Context: an optimization exercise on an open-source flow, tuned for small area. The choices shown serve that exercise and are no tape-out recipe. At most, simulation tests tie the RTL to the original design; equivalence was not proved.

==> job 5048: inputs <==
## data_mem_responder
module data_mem_responder #(
   parameter int unsigned ADDR_BITS   = 5,
   parameter int unsigned WAIT_CYCLES = 2
) (
   input  logic        clk,
   input  logic        rst,
   input  logic        mem_read,
   input  logic        mem_write,
   input  logic [63:0] addr,
   input  logic [63:0] write_data,
   output logic [63:0] read_data,
   output logic        mem_ready,
   output logic        mem_err
);
==> module data_mem_responder, before the edit <==
module data_mem_responder #(
   parameter int unsigned ADDR_BITS   = 5,
   parameter int unsigned WAIT_CYCLES = 2
) (
   input  logic        clk,
   input  logic        rst,
   input  logic        mem_read,
   input  logic        mem_write,
   input  logic [63:0] addr,
   input  logic [63:0] write_data,
   output logic [63:0] read_data,
   output logic        mem_ready,
   output logic        mem_err
);
   localparam int unsigned Words = 1 << ADDR_BITS;
   logic [1:0]           st_q;
   logic                 idle, last_busy, done;
   logic [ADDR_BITS-1:0] idx_q;
   logic                 ld_q, sd_q;      
   logic [63:0]          wdata_q;
   logic [63:0]          mem [Words];
   logic                 addr_ok;
   logic unused_addr;
   assign unused_addr = ^addr[63:ADDR_BITS+3];
   assign idle      = (st_q == 2'd0);
   assign last_busy = (st_q == 2'd2);
   assign done      = (st_q == 2'd3);
   assign addr_ok   = (addr[2:0] == 3'b000);
   always_ff @(posedge clk or posedge rst) begin
      if (rst)                            st_q <= 2'd0;
      else if (!idle || mem_read || mem_write) st_q <= st_q + 2'd1;
   end
   always_ff @(posedge clk) begin
      if (idle) begin
         idx_q   <= addr[ADDR_BITS+2:3];
         ld_q    <= mem_read && !mem_write && addr_ok;
         sd_q    <= mem_write && !mem_read && addr_ok;
         wdata_q <= write_data;
      end
   end
   always_ff @(posedge clk) begin
      for (int w = 0; w < Words; w++)
         if (last_busy && sd_q && (idx_q == w)) mem[w] <= wdata_q;
   end
   logic [Words-1:0] rsel;
   always_comb
      for (int w = 0; w < Words; w++) rsel[w] = done && ld_q && (idx_q == w);
   for (genvar b = 0; b < 64; b++) begin : g_bit
      logic [Words-1:0] col;
      logic [9:0]       grp_n;
      for (genvar w = 0; w < Words; w++) begin : g_col
         assign col[w] = mem[w][b];
      end
      for (genvar g = 0; g < 10; g++) begin : g_grp
         dmr_aoi222 u_aoi (.s(rsel[3*g+:3]), .d(col[3*g+:3]), .y_n(grp_n[g]));
      end
      assign read_data[b] = ~&grp_n | (|(rsel[31:30] & col[31:30]));
   end
   assign mem_ready = done;
   assign mem_err   = done & ~ld_q & ~sd_q;
endmodule
Settings: LEC_CHECK=0, ABC_AREA=0, CAP_MARGIN=20, CORE_MARGIN=2, CORE_UTILIZATION=80, PLACE_DENSITY=0.88, SLEW_MARGIN=20, SYNTH_HIERARCHICAL=1, SYNTH_MINIMUM_KEEP_SIZE=0; clock period 10.0 ns.
standard.sh (not shown) runs the stock make flow with config.mk's settings and CLKGATE_MAP_FILE= SYNTH_SCRIPT=/design/flow/synth_recipe.tcl, a recipe that flattens the netlist after the stock synthesis.
==> flow/flow/run.sh <==
#!/bin/bash
# The standard layout (the standard.sh: unchanged synthesis, floorplan, power grid, placement,
# routing), with these choices passed to ORFS through its own variables:
#  - clock tree synthesis with clkbuf_8 clusters of at most 16 sinks and without dummy loads;
#  - input/output port buffers of the smallest buffer cell.
set -euo pipefail
export CTS_ARGS="-sink_clustering_enable -repair_clock_nets -dont_use_dummy_load -buf_list sky130_fd_sc_hd__clkbuf_8 -sink_clustering_size 16 -sink_clustering_max_diameter 50"
export BUFFER_PORTS_ARGS="-buffer_cell sky130_fd_sc_hd__buf_1"
bash standard.sh > standard.log 2>&1
==> inputs of job 1508, as changes to job 5048 <==
--- a/flow/design.v
+++ b/flow/design.v
@@ -19,5 +19,5 @@
    logic                 ld_q, sd_q;      
    logic [63:0]          wdata_q;
-   logic [63:0]          mem [Words];
+   logic [Words-1:0][63:0] mem;
    logic                 addr_ok;
    logic unused_addr;
@@ -39,14 +39,26 @@
       end
    end
-   always_ff @(posedge clk) begin
-      for (int w = 0; w < Words; w++)
-         if (last_busy && sd_q && (idx_q == w)) mem[w] <= wdata_q;
+   logic [Words-1:0] dec, wen, wen_n, rsel;
+   logic             wr_phase, rd_phase;
+   assign wr_phase = last_busy & sd_q;
+   assign rd_phase = done & ld_q;
+   for (genvar w = 0; w < Words; w++) begin : g_dec
+      assign dec[w] = (idx_q == w);
+      dmr_and2  u_wen   (.a(wr_phase), .b(dec[w]), .y(wen[w]));
+      dmr_nand2 u_wen_n (.a({wr_phase, dec[w]}), .y(wen_n[w]));
+      dmr_and2 u_rsel (.a(rd_phase), .b(dec[w]), .y(rsel[w]));
    end
-   logic [Words-1:0] rsel;
-   always_comb
-      for (int w = 0; w < Words; w++) rsel[w] = done && ld_q && (idx_q == w);
+   logic [Words-1:0][63:0] mem_d;
+   for (genvar w = 0; w < Words; w++) begin : g_word
+      for (genvar b = 0; b < 64; b++) begin : g_cell
+         dmr_hold u_hold (.q(mem[w][b]), .we(wen[w]), .we_n(wen_n[w]), .d(wdata_q[b]),
+                          .y(mem_d[w][b]));
+      end
+   end
+   always_ff @(posedge clk) mem <= mem_d;
    for (genvar b = 0; b < 64; b++) begin : g_bit
       logic [Words-1:0] col;
       logic [9:0]       grp_n;
+      logic             rest;
       for (genvar w = 0; w < Words; w++) begin : g_col
          assign col[w] = mem[w][b];
@@ -55,5 +67,11 @@
          dmr_aoi222 u_aoi (.s(rsel[3*g+:3]), .d(col[3*g+:3]), .y_n(grp_n[g]));
       end
-      assign read_data[b] = ~&grp_n | (|(rsel[31:30] & col[31:30]));
+      logic [1:0] part;    
+      logic       rest_n;  
+      dmr_nand4 u_p0 (.a(grp_n[3:0]), .y(part[0]));
+      dmr_nand4 u_p1 (.a(grp_n[7:4]), .y(part[1]));
+      dmr_nand2 u_p2 (.a(grp_n[9:8]), .y(rest_n));
+      dmr_a221o u_p3 (.s(rsel[31:30]), .d(col[31:30]), .c(rest_n), .y(rest));
+      dmr_or3   u_or (.a({part, rest}), .y(read_data[b]));
    end
    assign mem_ready = done;
@@ -67,2 +85,44 @@
    assign y_n = ~|(s & d);
 endmodule
+module dmr_and2 (
+   input  logic a,
+   input  logic b,
+   output logic y
+);
+   assign y = a & b;
+endmodule
+module dmr_nand4 (
+   input  logic [3:0] a,
+   output logic       y
+);
+   assign y = ~&a;
+endmodule
+module dmr_nand2 (
+   input  logic [1:0] a,
+   output logic       y
+);
+   assign y = ~&a;
+endmodule
+module dmr_a221o (
+   input  logic [1:0] s,
+   input  logic [1:0] d,
+   input  logic       c,
+   output logic       y
+);
+   assign y = (|(s & d)) | c;
+endmodule
+module dmr_or3 (
+   input  logic [2:0] a,
+   output logic       y
+);
+   assign y = |a;
+endmodule
+module dmr_hold (
+   input  logic q,
+   input  logic we,
+   input  logic we_n,
+   input  logic d,
+   output logic y
+);
+   assign y = (q & we_n) | (we & d);
+endmodule
--- a/flow/config.mk
+++ b/flow/config.mk
@@ -9,6 +9,6 @@
 export CAP_MARGIN = 20
 export CORE_MARGIN = 2
-export CORE_UTILIZATION = 80
-export PLACE_DENSITY = 0.88
+export CORE_UTILIZATION = 70
+export PLACE_DENSITY = 0.8
 export SLEW_MARGIN = 20
 export SYNTH_HIERARCHICAL = 1
==> impl_metrics.env <==
export IMPL_wl_met2_um=94200
export IMPL_core_area_um2=90100
export IMPL_wirelength_met1_um=57200
export IMPL_met3_usage_pct=17.7
export IMPL_fin_area_um2=78100
export IMPL_powerDensity_nw_per_um2=206
export IMPL_syn_area_um2=72800
export IMPL_layout_nets=3698
export IMPL_wl_met3_um=45900
export IMPL_placed_cells=4575
export IMPL_reg2reg_depth=5
export IMPL_ff2ff_setup_slack_ns=5.88
export IMPL_multi_input_cells=1062
export IMPL_status="complete, no violations"
the above is filed under job 5048

==> impl_metrics.env <==
export IMPL_status="complete, no violations"
export IMPL_reg2reg_depth=7
export IMPL_wirelength_met1_um=93400
export IMPL_wl_met3_um=46400
export IMPL_core_area_um2=100000
export IMPL_multi_input_cells=3160
export IMPL_powerDensity_nw_per_um2=299
export IMPL_wl_met2_um=107000
export IMPL_layout_nets=5849
export IMPL_syn_area_um2=70500
export IMPL_ff2ff_setup_slack_ns=6.62
export IMPL_met3_usage_pct=19.6
export IMPL_fin_area_um2=76600
export IMPL_placed_cells=6819
the above is filed under job 1508

No functional check of the RTL was part of job 5048.

-- what the ideal ports hide --
The results above use ideal ports. As a check the final layouts listed here were re-extracted and re-timed, cells and wires unchanged.
Step 1, drivers: a clkbuf_16 drives clk and a buf_2 each remaining input, both assumed.
Step 2 adds t to the input delays and takes it off the output delays; t is the mean of the earliest and latest rising clock arrival at the registers after step 1. Input paths then give back, and output paths get back, about the clock's delay inside the block.
Three values: ideal ports, drivers, drivers and shift; two values: the first two.
run | t (ns) | setup WS [ns] | hold WS [ns] | pins driven straight from the clock port
job 5048 | 0.940 | 2.173 / 2.104 / 3.044 | 0.553 / 0.553 / 0.553 | 1
job 1508 | 0.966 | 3.408 / 3.329 / 4.295 | 0.488 / 0.488 / 0.488 | 1
After both steps every run listed still meets setup and hold.
